Context: an optimization exercise on an open-source flow, tuned for small area. The choices shown serve that exercise and are no tape-out recipe. Function was checked by simulation only, so behaviour that the tests miss may differ from the original. No activity file was given, so power comes from the tool's default toggle rates.

==> design/flow/design.v <==
`timescale 1ns/1ns
`default_nettype none
package max7219_pkg;
   localparam int C_MATRIX_NB     = 8;
   localparam int C_HALF_PERIOD   = 4;
   localparam int C_LOAD_DURATION = 4;
   localparam logic [7:0] C_REG_DIGIT0     = 8'h01;
   localparam logic [7:0] C_REG_DECODE     = 8'h09;
   localparam logic [7:0] C_REG_INTENSITY  = 8'h0A;
   localparam logic [7:0] C_REG_SCAN_LIMIT = 8'h0B;
   localparam logic [7:0] C_REG_SHUTDOWN   = 8'h0C;
   localparam logic [7:0] C_REG_TEST       = 8'h0F;
   typedef struct packed {
      logic [7:0] addr;
      logic [7:0] data;
   } max7219_word_t;
   typedef struct packed {
      max7219_word_t word;
      logic          last;
   } frame_word_t;
endpackage
`default_nettype wire
`timescale 1ns/1ns
`default_nettype none
package ctrl_pkg;
   localparam int C_RAM_ADDR_W = 8;
   typedef logic [C_RAM_ADDR_W-1:0] ram_addr_t;
   typedef struct packed {
      logic       display_test;
      logic [7:0] decode_mode;
      logic [7:0] intensity;
      logic [7:0] scan_limit;
      logic [7:0] shutdown;
   } cfg_t;
   typedef struct packed {
      logic                       me;
      logic                       we;
      ram_addr_t                  addr;
      logic [15:0]                wdata;
   } ram_req_t;
   typedef struct packed {
      ram_addr_t start_ptr;
      ram_addr_t last_ptr;
      logic      loop;
   } play_cmd_t;
endpackage
`default_nettype wire
`timescale 1ns/1ns
`default_nettype none
module max7219_serializer (
   input  wire                      i_clk,
   input  wire                      i_rst,
   input  wire max7219_pkg::frame_word_t i_word,
   input  wire                      i_req,
   output logic                     o_ack,
   output logic                     o_max7219_clk,
   output logic                     o_max7219_data,
   output logic                     o_max7219_load
);
   typedef logic [$clog2(max7219_pkg::C_HALF_PERIOD + max7219_pkg::C_LOAD_DURATION)-1:0] cnt_t;
   typedef enum logic [1:0] {S_IDLE, S_SHIFT, S_LOAD, S_ACK} state_t;
   state_t      state_q;
   cnt_t        cnt_q;
   logic [3:0]  bit_q;
   logic        sclk_q;
   logic        load_q;
   logic        ack_q;
   logic [15:0] shift_q;
   logic        last_q;
   logic        half_end;
   logic        bit_end;
   assign half_end = (cnt_q == cnt_t'(max7219_pkg::C_HALF_PERIOD - 1));
   assign bit_end  = half_end & sclk_q;
   always_ff @(posedge i_clk) begin
      if (i_rst) begin
         state_q <= S_IDLE;
         cnt_q   <= '0;
         bit_q   <= '0;
         sclk_q  <= 1'b0;
         load_q  <= 1'b0;
         ack_q   <= 1'b0;
      end else begin
         case (state_q)
            S_IDLE: begin
               if (i_req) begin
                  cnt_q   <= '0;
                  bit_q   <= '0;
                  state_q <= S_SHIFT;
               end
            end
            S_SHIFT: begin
               if (half_end) begin
                  cnt_q  <= '0;
                  sclk_q <= ~sclk_q;
                  if (bit_end) begin
                     if (bit_q == 4'd15) begin
                        load_q  <= last_q;
                        ack_q   <= ~last_q;
                        state_q <= last_q ? S_LOAD : S_ACK;
                     end else begin
                        bit_q <= bit_q + 4'd1;
                     end
                  end
               end else begin
                  cnt_q <= cnt_q + cnt_t'(1);
               end
            end
            S_LOAD: begin
               if (cnt_q == cnt_t'(max7219_pkg::C_LOAD_DURATION - 1)) begin
                  cnt_q   <= '0;
                  load_q  <= 1'b0;
                  ack_q   <= 1'b1;
                  state_q <= S_ACK;
               end else begin
                  cnt_q <= cnt_q + cnt_t'(1);
               end
            end
            default: begin
               if (!i_req) begin
                  ack_q   <= 1'b0;
                  state_q <= S_IDLE;
               end
            end
         endcase
      end
   end
   always_ff @(posedge i_clk) begin
      if (state_q == S_IDLE && i_req) begin
         shift_q <= i_word.word;
         last_q  <= i_word.last;
      end else if (state_q == S_SHIFT && bit_end) begin
         shift_q <= {shift_q[14:0], 1'b0};
      end
   end
   assign o_ack          = ack_q;
   assign o_max7219_clk  = sclk_q;
   assign o_max7219_data = (state_q == S_SHIFT) & shift_q[15];
   assign o_max7219_load = load_q;
endmodule
`default_nettype wire
`timescale 1ns/1ns
`default_nettype none
module static_ram (
   input  wire                          i_clk,
   input  wire ctrl_pkg::ram_req_t      i_ram,
   output max7219_pkg::max7219_word_t   o_rdata,
   input  wire ctrl_pkg::ram_addr_t     i_rd_addr,
   output max7219_pkg::max7219_word_t   o_rd_data
);
   logic [15:0] mem [0:2**ctrl_pkg::C_RAM_ADDR_W-1];
   always_ff @(posedge i_clk) begin
      if (i_ram.me) begin
         if (i_ram.we) begin
            mem[i_ram.addr] <= i_ram.wdata;
         end else begin
            o_rdata <= mem[i_ram.addr];
         end
      end
   end
   always_ff @(posedge i_clk) begin
      o_rd_data <= mem[i_rd_addr];
   end
endmodule
`default_nettype wire
`timescale 1ns/1ns
`default_nettype none
module config_sequencer (
   input  wire                      i_clk,
   input  wire                      i_rst,
   input  wire ctrl_pkg::cfg_t      i_cfg,
   input  wire                      i_cfg_req,
   output logic                     o_cfg_ack,
   output max7219_pkg::frame_word_t o_word,
   output logic                     o_req,
   input  wire                      i_ack
);
   typedef logic [$clog2(max7219_pkg::C_MATRIX_NB)-1:0] word_cnt_t;
   typedef enum logic [1:0] {S_IDLE, S_REQ, S_WAIT, S_DONE} state_t;
   state_t        state_q;
   logic [2:0]    reg_idx_q;
   word_cnt_t     word_cnt_q;
   logic          req_q;
   logic          cfg_ack_q;
   ctrl_pkg::cfg_t          cfg_q;
   max7219_pkg::max7219_word_t reg_word;
   logic          frame_end;
   always_comb begin
      case (reg_idx_q)
         3'd0:    reg_word = {max7219_pkg::C_REG_TEST, {7'd0, cfg_q.display_test}};
         3'd1:    reg_word = {max7219_pkg::C_REG_DECODE, cfg_q.decode_mode};
         3'd2:    reg_word = {max7219_pkg::C_REG_INTENSITY, cfg_q.intensity};
         3'd3:    reg_word = {max7219_pkg::C_REG_SCAN_LIMIT, cfg_q.scan_limit};
         default: reg_word = {max7219_pkg::C_REG_SHUTDOWN, cfg_q.shutdown};
      endcase
   end
   assign frame_end = (word_cnt_q == word_cnt_t'(max7219_pkg::C_MATRIX_NB - 1));
   always_ff @(posedge i_clk) begin
      if (i_rst) begin
         state_q    <= S_IDLE;
         reg_idx_q  <= '0;
         word_cnt_q <= '0;
         req_q      <= 1'b0;
         cfg_ack_q  <= 1'b0;
      end else begin
         case (state_q)
            S_IDLE: begin
               if (i_cfg_req) begin
                  reg_idx_q  <= '0;
                  word_cnt_q <= '0;
                  req_q      <= 1'b1;
                  state_q    <= S_REQ;
               end
            end
            S_REQ: begin
               if (i_ack) begin
                  req_q   <= 1'b0;
                  state_q <= S_WAIT;
               end
            end
            S_WAIT: begin
               if (!i_ack) begin
                  if (frame_end && reg_idx_q == 3'd4) begin
                     cfg_ack_q <= 1'b1;
                     state_q   <= S_DONE;
                  end else begin
                     if (frame_end) begin
                        reg_idx_q <= reg_idx_q + 3'd1;
                     end
                     word_cnt_q <= word_cnt_q + word_cnt_t'(1);
                     req_q      <= 1'b1;
                     state_q    <= S_REQ;
                  end
               end
            end
            default: begin
               if (!i_cfg_req) begin
                  cfg_ack_q <= 1'b0;
                  state_q   <= S_IDLE;
               end
            end
         endcase
      end
   end
   always_ff @(posedge i_clk) begin
      if (state_q == S_IDLE && i_cfg_req) begin
         cfg_q <= i_cfg;
      end
   end
   assign o_word    = {reg_word, frame_end};
   assign o_req     = req_q;
   assign o_cfg_ack = cfg_ack_q;
endmodule
`default_nettype wire
`timescale 1ns/1ns
`default_nettype none
module static_player (
   input  wire                        i_clk,
   input  wire                        i_rst,
   input  wire ctrl_pkg::play_cmd_t   i_play,
   input  wire                        i_play_en,
   output logic                       o_busy,
   output ctrl_pkg::ram_addr_t        o_rd_addr,
   input  wire max7219_pkg::max7219_word_t i_rd_data,
   output max7219_pkg::frame_word_t   o_word,
   output logic                       o_req,
   input  wire                        i_ack
);
   typedef logic [$clog2(max7219_pkg::C_MATRIX_NB)-1:0] frm_cnt_t;
   typedef enum logic [2:0] {S_IDLE, S_FETCH, S_CAPT, S_REQ, S_WAIT} state_t;
   state_t        state_q;
   logic          en_q;
   logic          busy_q;
   logic          req_q;
   ctrl_pkg::ram_addr_t     addr_q;
   frm_cnt_t      frm_cnt_q;
   ctrl_pkg::play_cmd_t     cmd_q;
   max7219_pkg::max7219_word_t word_q;
   logic          last_q;
   logic          start;
   logic          at_last;
   logic          stop;
   assign start   = (state_q == S_IDLE) & i_play_en & ~en_q;
   assign at_last = (addr_q == cmd_q.last_ptr);
   assign stop    = (at_last & ~cmd_q.loop) | (last_q & cmd_q.loop & ~i_play_en);
   always_ff @(posedge i_clk) begin
      if (i_rst) begin
         state_q   <= S_IDLE;
         en_q      <= 1'b0;
         busy_q    <= 1'b0;
         req_q     <= 1'b0;
         addr_q    <= '0;
         frm_cnt_q <= '0;
      end else begin
         en_q <= i_play_en;
         case (state_q)
            S_IDLE: begin
               if (start) begin
                  addr_q    <= i_play.start_ptr;
                  frm_cnt_q <= '0;
                  busy_q    <= 1'b1;
                  state_q   <= S_FETCH;
               end
            end
            S_FETCH: state_q <= S_CAPT;
            S_CAPT: begin
               req_q   <= 1'b1;
               state_q <= S_REQ;
            end
            S_REQ: begin
               if (i_ack) begin
                  req_q   <= 1'b0;
                  state_q <= S_WAIT;
               end
            end
            default: begin
               if (!i_ack) begin
                  if (stop) begin
                     busy_q  <= 1'b0;
                     state_q <= S_IDLE;
                  end else begin
                     addr_q    <= at_last ? cmd_q.start_ptr : addr_q + ctrl_pkg::ram_addr_t'(1);
                     frm_cnt_q <= last_q ? '0 : frm_cnt_q + frm_cnt_t'(1);
                     state_q   <= S_FETCH;
                  end
               end
            end
         endcase
      end
   end
   always_ff @(posedge i_clk) begin
      if (start) begin
         cmd_q <= i_play;
      end
      if (state_q == S_CAPT) begin
         word_q <= i_rd_data;
         last_q <= at_last | (frm_cnt_q == frm_cnt_t'(max7219_pkg::C_MATRIX_NB - 1));
      end
   end
   assign o_busy    = busy_q;
   assign o_rd_addr = addr_q;
   assign o_word    = {word_q, last_q};
   assign o_req     = req_q;
endmodule
`default_nettype wire
`timescale 1ns/1ns
`default_nettype none
module frame_arbiter (
   input  wire                           i_clk,
   input  wire                           i_rst,
   input  wire max7219_pkg::frame_word_t i_cfg_word,
   input  wire                           i_cfg_req,
   output logic                          o_cfg_ack,
   input  wire max7219_pkg::frame_word_t i_play_word,
   input  wire                           i_play_req,
   output logic                          o_play_ack,
   output max7219_pkg::frame_word_t      o_word,
   output logic                          o_req,
   input  wire                           i_ack
);
   logic grant_q;
   logic sel_play_q;
   logic done_q;
   always_ff @(posedge i_clk) begin
      if (i_rst) begin
         grant_q    <= 1'b0;
         sel_play_q <= 1'b0;
         done_q     <= 1'b0;
      end else if (!grant_q) begin
         if (i_cfg_req) begin
            grant_q    <= 1'b1;
            sel_play_q <= 1'b0;
         end else if (i_play_req) begin
            grant_q    <= 1'b1;
            sel_play_q <= 1'b1;
         end
      end else if (done_q) begin
         if (!i_ack) begin
            grant_q <= 1'b0;
            done_q  <= 1'b0;
         end
      end else if (o_req && i_ack && o_word.last) begin
         done_q <= 1'b1;
      end
   end
   assign o_word     = sel_play_q ? i_play_word : i_cfg_word;
   assign o_req      = grant_q & (sel_play_q ? i_play_req : i_cfg_req);
   assign o_cfg_ack  = grant_q & ~sel_play_q & i_ack;
   assign o_play_ack = grant_q & sel_play_q & i_ack;
endmodule
`default_nettype wire
`timescale 1ns/1ns
`default_nettype none
module max7219_display_controller (
   input  wire                        i_clk,
   input  wire                        i_rst,
   input  wire ctrl_pkg::cfg_t        i_cfg,
   input  wire                        i_cfg_req,
   output logic                       o_cfg_ack,
   input  wire ctrl_pkg::ram_req_t    i_ram,
   output max7219_pkg::max7219_word_t o_rdata,
   input  wire ctrl_pkg::play_cmd_t   i_play,
   input  wire                        i_play_en,
   output logic                       o_busy,
   output logic                       o_max7219_clk,
   output logic                       o_max7219_data,
   output logic                       o_max7219_load
);
   max7219_pkg::frame_word_t   cfg_word;
   logic          cfg_req;
   logic          cfg_ack;
   max7219_pkg::frame_word_t   play_word;
   logic          play_req;
   logic          play_ack;
   max7219_pkg::frame_word_t   ser_word;
   logic          ser_req;
   logic          ser_ack;
   ctrl_pkg::ram_addr_t     rd_addr;
   max7219_pkg::max7219_word_t rd_data;
   config_sequencer config_sequencer_inst (
      .i_clk     (i_clk),
      .i_rst     (i_rst),
      .i_cfg     (i_cfg),
      .i_cfg_req (i_cfg_req),
      .o_cfg_ack (o_cfg_ack),
      .o_word    (cfg_word),
      .o_req     (cfg_req),
      .i_ack     (cfg_ack)
   );
   static_ram static_ram_inst (
      .i_clk     (i_clk),
      .i_ram     (i_ram),
      .o_rdata   (o_rdata),
      .i_rd_addr (rd_addr),
      .o_rd_data (rd_data)
   );
   static_player static_player_inst (
      .i_clk     (i_clk),
      .i_rst     (i_rst),
      .i_play    (i_play),
      .i_play_en (i_play_en),
      .o_busy    (o_busy),
      .o_rd_addr (rd_addr),
      .i_rd_data (rd_data),
      .o_word    (play_word),
      .o_req     (play_req),
      .i_ack     (play_ack)
   );
   frame_arbiter frame_arbiter_inst (
      .i_clk       (i_clk),
      .i_rst       (i_rst),
      .i_cfg_word  (cfg_word),
      .i_cfg_req   (cfg_req),
      .o_cfg_ack   (cfg_ack),
      .i_play_word (play_word),
      .i_play_req  (play_req),
      .o_play_ack  (play_ack),
      .o_word      (ser_word),
      .o_req       (ser_req),
      .i_ack       (ser_ack)
   );
   max7219_serializer max7219_serializer_inst (
      .i_clk          (i_clk),
      .i_rst          (i_rst),
      .i_word         (ser_word),
      .i_req          (ser_req),
      .o_ack          (ser_ack),
      .o_max7219_clk  (o_max7219_clk),
      .o_max7219_data (o_max7219_data),
      .o_max7219_load (o_max7219_load)
   );
endmodule
`default_nettype wire
`timescale 1ns/1ns
`default_nettype none
module max7219_top (
   input  wire        i_clk,
   input  wire        i_rst,
   input  wire [32:0] i_cfg,
   input  wire        i_cfg_req,
   output wire        o_cfg_ack,
   input  wire        i_ram_me,
   input  wire        i_ram_we,
   input  wire [7:0]  i_ram_addr,
   input  wire [15:0] i_ram_wdata,
   output wire [15:0] o_rdata,
   input  wire [7:0]  i_play_start,
   input  wire [7:0]  i_play_last,
   input  wire        i_play_loop,
   input  wire        i_play_en,
   output wire        o_busy,
   output wire        o_max7219_clk,
   output wire        o_max7219_data,
   output wire        o_max7219_load
);
   max7219_display_controller u_ctrl (
      .i_clk          (i_clk),
      .i_rst          (i_rst),
      .i_cfg          (i_cfg),
      .i_cfg_req      (i_cfg_req),
      .o_cfg_ack      (o_cfg_ack),
      .i_ram          ({i_ram_me, i_ram_we, i_ram_addr, i_ram_wdata}),
      .o_rdata        (o_rdata),
      .i_play         ({i_play_start, i_play_last, i_play_loop}),
      .i_play_en      (i_play_en),
      .o_busy         (o_busy),
      .o_max7219_clk  (o_max7219_clk),
      .o_max7219_data (o_max7219_data),
      .o_max7219_load (o_max7219_load)
   );
endmodule
`default_nettype wire
==> design/flow/run.sh <==
#!/bin/bash
# synth_recipe.tcl (not shown) runs the flow's synth.tcl, then flattens the netlist and writes it again
# the make line also repeats each setting of config.mk as NAME=value (left out here)
make -C /OpenROAD-flow-scripts/flow DESIGN_CONFIG=/design/flow/config.mk WORK_HOME=/design/flow/orfs CLKGATE_MAP_FILE= SYNTH_SCRIPT=/design/flow/synth_recipe.tcl finish
==> design/flow/config.mk <==
export PLATFORM = sky130hd
export DESIGN_NAME = max7219_top
export DESIGN_NICKNAME = max7219_top
export VERILOG_FILES = /design/flow/design.v
export SDC_FILE = /design/flow/constraint.sdc
export NUM_CORES = 4
export LEC_CHECK = 0
export CAP_MARGIN = 20
export CORE_MARGIN = 2
export CORE_UTILIZATION = 40
export SLEW_MARGIN = 20
==> design/flow/constraint.sdc <==
create_clock -name core_clock -period 10.0 [get_ports {i_clk}]
set_input_delay 2.0000 -clock core_clock [delete_from_list [all_inputs] [get_ports {i_clk}]]
set_output_delay 2.0000 -clock core_clock [all_outputs]
set_load 0.01 [all_outputs]
==> flow_summary.yaml <==
synthesis:
  yosys_most_used_dff: "edfxtp_1"
  yosysWarnings: 5
  ys_ff_latch: 4254
  synth_top_area_share: 0.6425
  synth_common_cells: "4196 x edfxtp_1, 2179 x mux4_2, 522 x mux2i_1, 369 x nor2_1, 311 x clkbuf_1"
  synthSimpleGateAreaFrac: 0.01878
  yosysMostFrequentCell: "edfxtp_1"
  postSynthAreaPerCell_um2: 20.52
  synth_compound_gate_area_share: 0.03235
  synth_cells: 9558
  synthArstFlopShare: 0
  synth_xor_area_frac: 0.0006699
  synth_adder_area_share: 0.001340
  muxShareOfSynthArea: 0.2779
  synth_top_family_by_area: "multiplexers"
  yosys-top-cells-area: "edfxtp_1 64%, mux4_2 25%, mux2i_1 2.7%"
  synth_edf_count: 4196
  yosysTopAreaCell: "edfxtp_1"
  syn-cell-area_um2: 196100
  synth.distinct_cells: 78
  synth_nets: 9659
  ys_seq_area_frac: 0.6484
setup_path:
  cp-startpoint: "i_ram_addr[1]"
  crit_chain: "buf_8, buf_12, buf_12, mux4_2, mux4_2, a22o_1, a221oi_1, and3_1, o2111ai_1"
  endpoint_kind: "register"
  crit_path_top_delay_cell: "a221oi_1"
  cp-start-kind: "primary input"
  crit_arrival_ps: 6950
  criticalPathCategory: "primary input to register"
  rr_startpoint: "u_ctrl.static_player_inst.addr_q[2]$_SDFFE_PP0P_"
  slowest_delay_ps: 1060
  ff2ff_setup_slack_ps: 3960
  crit_required_ps: 10780
  worst-path-max-fanout: 115
place:
  io_buffers: 100
  gp_congestion: 0.9890
  dp_hpwl_um: 465100
cells_and_area:
  final_net_count: 9927
  syn2layout_area_growth_pct: 13.07
  layout-drive-gt1-share: 0.3632
  register_area_um2: 127200
  multi_input_area_um2: 66320
  fillers: 40667
  fin_util: 0.4534
clock_network:
  ctsHoldBuffers: 0
  insertion_delay_ps: 1090
  cts_tree: "yes"
  clkTransAtPathRegs_ps: 60
  root_buffer: "clkbuf_16"
  cts_resized: 0
  cts_buffer_depth: 4
  htreeDepth: 5
  cts_sinks: 4254
  numCtsBuffers: 448
  cts_setup_buffers: 0
floorplan:
  core_area_um2: 489100
  start_util: 0.4010
  rows: 257
  die_w_um: 704.2
  fp.dieH_um: 704.2
  num_io_pins: 101
  die_area_um2: 495900
sta:
  setup_viol: 0
  hold_violations: 0
  fin_crit_sh: 0.6177
  max_freq_mhz: 161.9
  slew-limit-headroom: 0.08068
  clock_skew_ps: 78.44
  tightest_slew_ps: 1379
  finalCriticalPeriod_ps: 6177
  slew_violations: 0
  fin_tns_setup_ps: 0
  timing.hold.ws_ps: 401.8
  rsz0062_at_grt: "false"
power_and_ir_drop:
  power.density_nw_per_um2: 189.3
  p_total_w: 0.04197
  p_leak_nw: 66.90
  max-vdd-ir-drop_mv: 0.1953
worst_hold_path:
  hp-start: "u_ctrl.static_ram_inst.o_rd_data[0]$_DFF_P_"
  hp-class: "register to register"
outcome:
  status: "timing/DRC/antenna clean"
global_routing:
  grt_use_total: 0.2935
  antenna_found_initial: 83
  grt_pass1_wl_um: 995800
  grt_pass1_vias: 113255
  grt_remaining_overflow: 0
  grt_start_max_net_pins: 151
drt:
  viasPerCell: 6.922
  drc: 0
  drt-pass1-iter-count: 9
  drt_wl_total_um: 742500
  num_vias: 115723
  wl_per_cell_um: 44.41
  antenna_left: 0
  drtIter0Drc: 19376
flow_run:
  cap_violations: 0
-- registers in the layout, summed over array words and instances (netlist names), 2 cells and up --
signal,count
u_ctrl.static_ram_inst.mem,4096
u_ctrl.config_sequencer_inst.cfg_q,33
u_ctrl.static_player_inst.cmd_q,17
u_ctrl.max7219_serializer_inst.shift_q,16
u_ctrl.static_player_inst.word_q,16
u_ctrl.static_ram_inst.o_rd_data,16
u_ctrl.static_ram_inst.o_rdata,16
u_ctrl.static_player_inst.addr_q,8
u_ctrl.max7219_serializer_inst.bit_q,4
u_ctrl.config_sequencer_inst.reg_idx_q,3
u_ctrl.config_sequencer_inst.word_cnt_q,3
u_ctrl.max7219_serializer_inst.cnt_q,3
u_ctrl.static_player_inst.frm_cnt_q,3
u_ctrl.static_player_inst.state_q,3
u_ctrl.config_sequencer_inst.state_q,2
u_ctrl.max7219_serializer_inst.state_q,2
-- cell type report --
class | instances | share of cell area
multi-input combinational | 4513 | 0.2991
sequential | 4254 | 0.5736
antenna | 47 | 0.0005304
clock buffer | 540 | 0.05287
clock inverter | 280 | 0.01340
tap | 6475 | 0.03653
timing repair buffer | 584 | 0.02349
inverter | 25 | 0.0005247
-- where the power goes --
| part | internal [W] | switching (W) | leakage (nW) |
|---|---|---|---|
| sequential | 0.0197 | 0.000117 | 38.2 |
| combinational | 0.00173 | 0.00344 | 21.5 |
| clock | 0.00964 | 0.00731 | 7.16 |
| total | 0.0311 | 0.0109 | 66.9 |
-- cell usage in the layout (no fill, tap or decap), types with 92 or more instances in the layout --
master | netlist | routed
edfxtp_1 | 4196 | 4196
mux4_2 | 2179 | 2179
mux2i_1 | 522 | 518
clkbuf_16 | 0 | 454
buf_4 | 123 | 438
nand2_1 | 244 | 229
nor2_2 | 0 | 200
a21oi_1 | 197 | 194
a22oi_1 | 155 | 155
o21ai_0 | 127 | 106
nor2_1 | 369 | 99
clkinv_1 | 2 | 99
a221oi_1 | 92 | 92
-- metal layers --
| layer | share of wire | track usage | routed length (um) |
|---|---|---|---|
| met5 | 0.00058 | 0.003364 | 430 |
| met4 | 0.068 | 0.1650 | 50320 |
| met3 | 0.14 | 0.1160 | 104100 |
| met2 | 0.44 | 0.4277 | 324700 |
| met1 | 0.35 | 0.3750 | 262900 |
-- path summary, 6_finish.rpt --
path                                                        end  cells after the start
setup / recovery    u_ctrl.static_ram_inst.o_rdata[4]$_DFFE_PP_                      9
hold / removal    u_ctrl.static_player_inst.word_q[0]$_DFFE_PN_                      0
setup reg to reg   u_ctrl.static_ram_inst.o_rd_data[12]$_DFF_P_                      9
hold reg to reg   u_ctrl.static_player_inst.word_q[0]$_DFFE_PN_                      0
-- per-stage QoR --
stage	setup slack, ps	instances	area (um2)
6_report	3823	16718	221700
3_3_place_gp	2879	15838	206500
2_1_floorplan	4986	9558	196100
4_1_cts	4053	16660	221400
3_5_place_dp	2918	15840	206700
5_1_grt	3815	16676	221600
-- cells by family after synthesis --
logic type / after synthesis
AO/OA/AOI/OAI: 915
flip-flops: 4254
buffers and inverters: 791
XOR/XNOR: 15
adder cells (fa/ha/maj): 21
multiplexers: 2719
AND/OR/NAND/NOR: 843
-- worst max-delay path, delay by kind of cell --
| family | cells | cell delay, ps |
|---|---|---|
| multiplexers | 2 | 990 |
| AND/OR/NAND/NOR | 1 | 370 |
| buffers and inverters | 3 | 1400 |
| AO/OA/AOI/OAI | 3 | 1500 |

[re-timing with driven ports]
In the flow no input, the clock included, has a driving cell. The finished layout below was timed again as built, in two steps.
Step 1: set_driving_cell puts a clkbuf_16 on i_clk and a buf_2 on each other input, an assumption about the parent block.
Step 2 adds t to the input delays and takes it off the output delays; t is the mean of the earliest and latest rising clock arrival at the registers after step 1. Input paths then give back, and output paths get back, about the clock's delay inside the block.
Three values: no drivers, after step 1, after step 2; two values: the first two.
t (ns): 1.175
setup WS [ns]: 3.823 / 3.886 / 2.711
latest minus earliest clock arrival (ns): 0.098 / 0.098
After both steps setup and hold are still met in this run. The setup slack of this run moves by +0.063 ns with the drivers and by -1.112 ns with both steps.
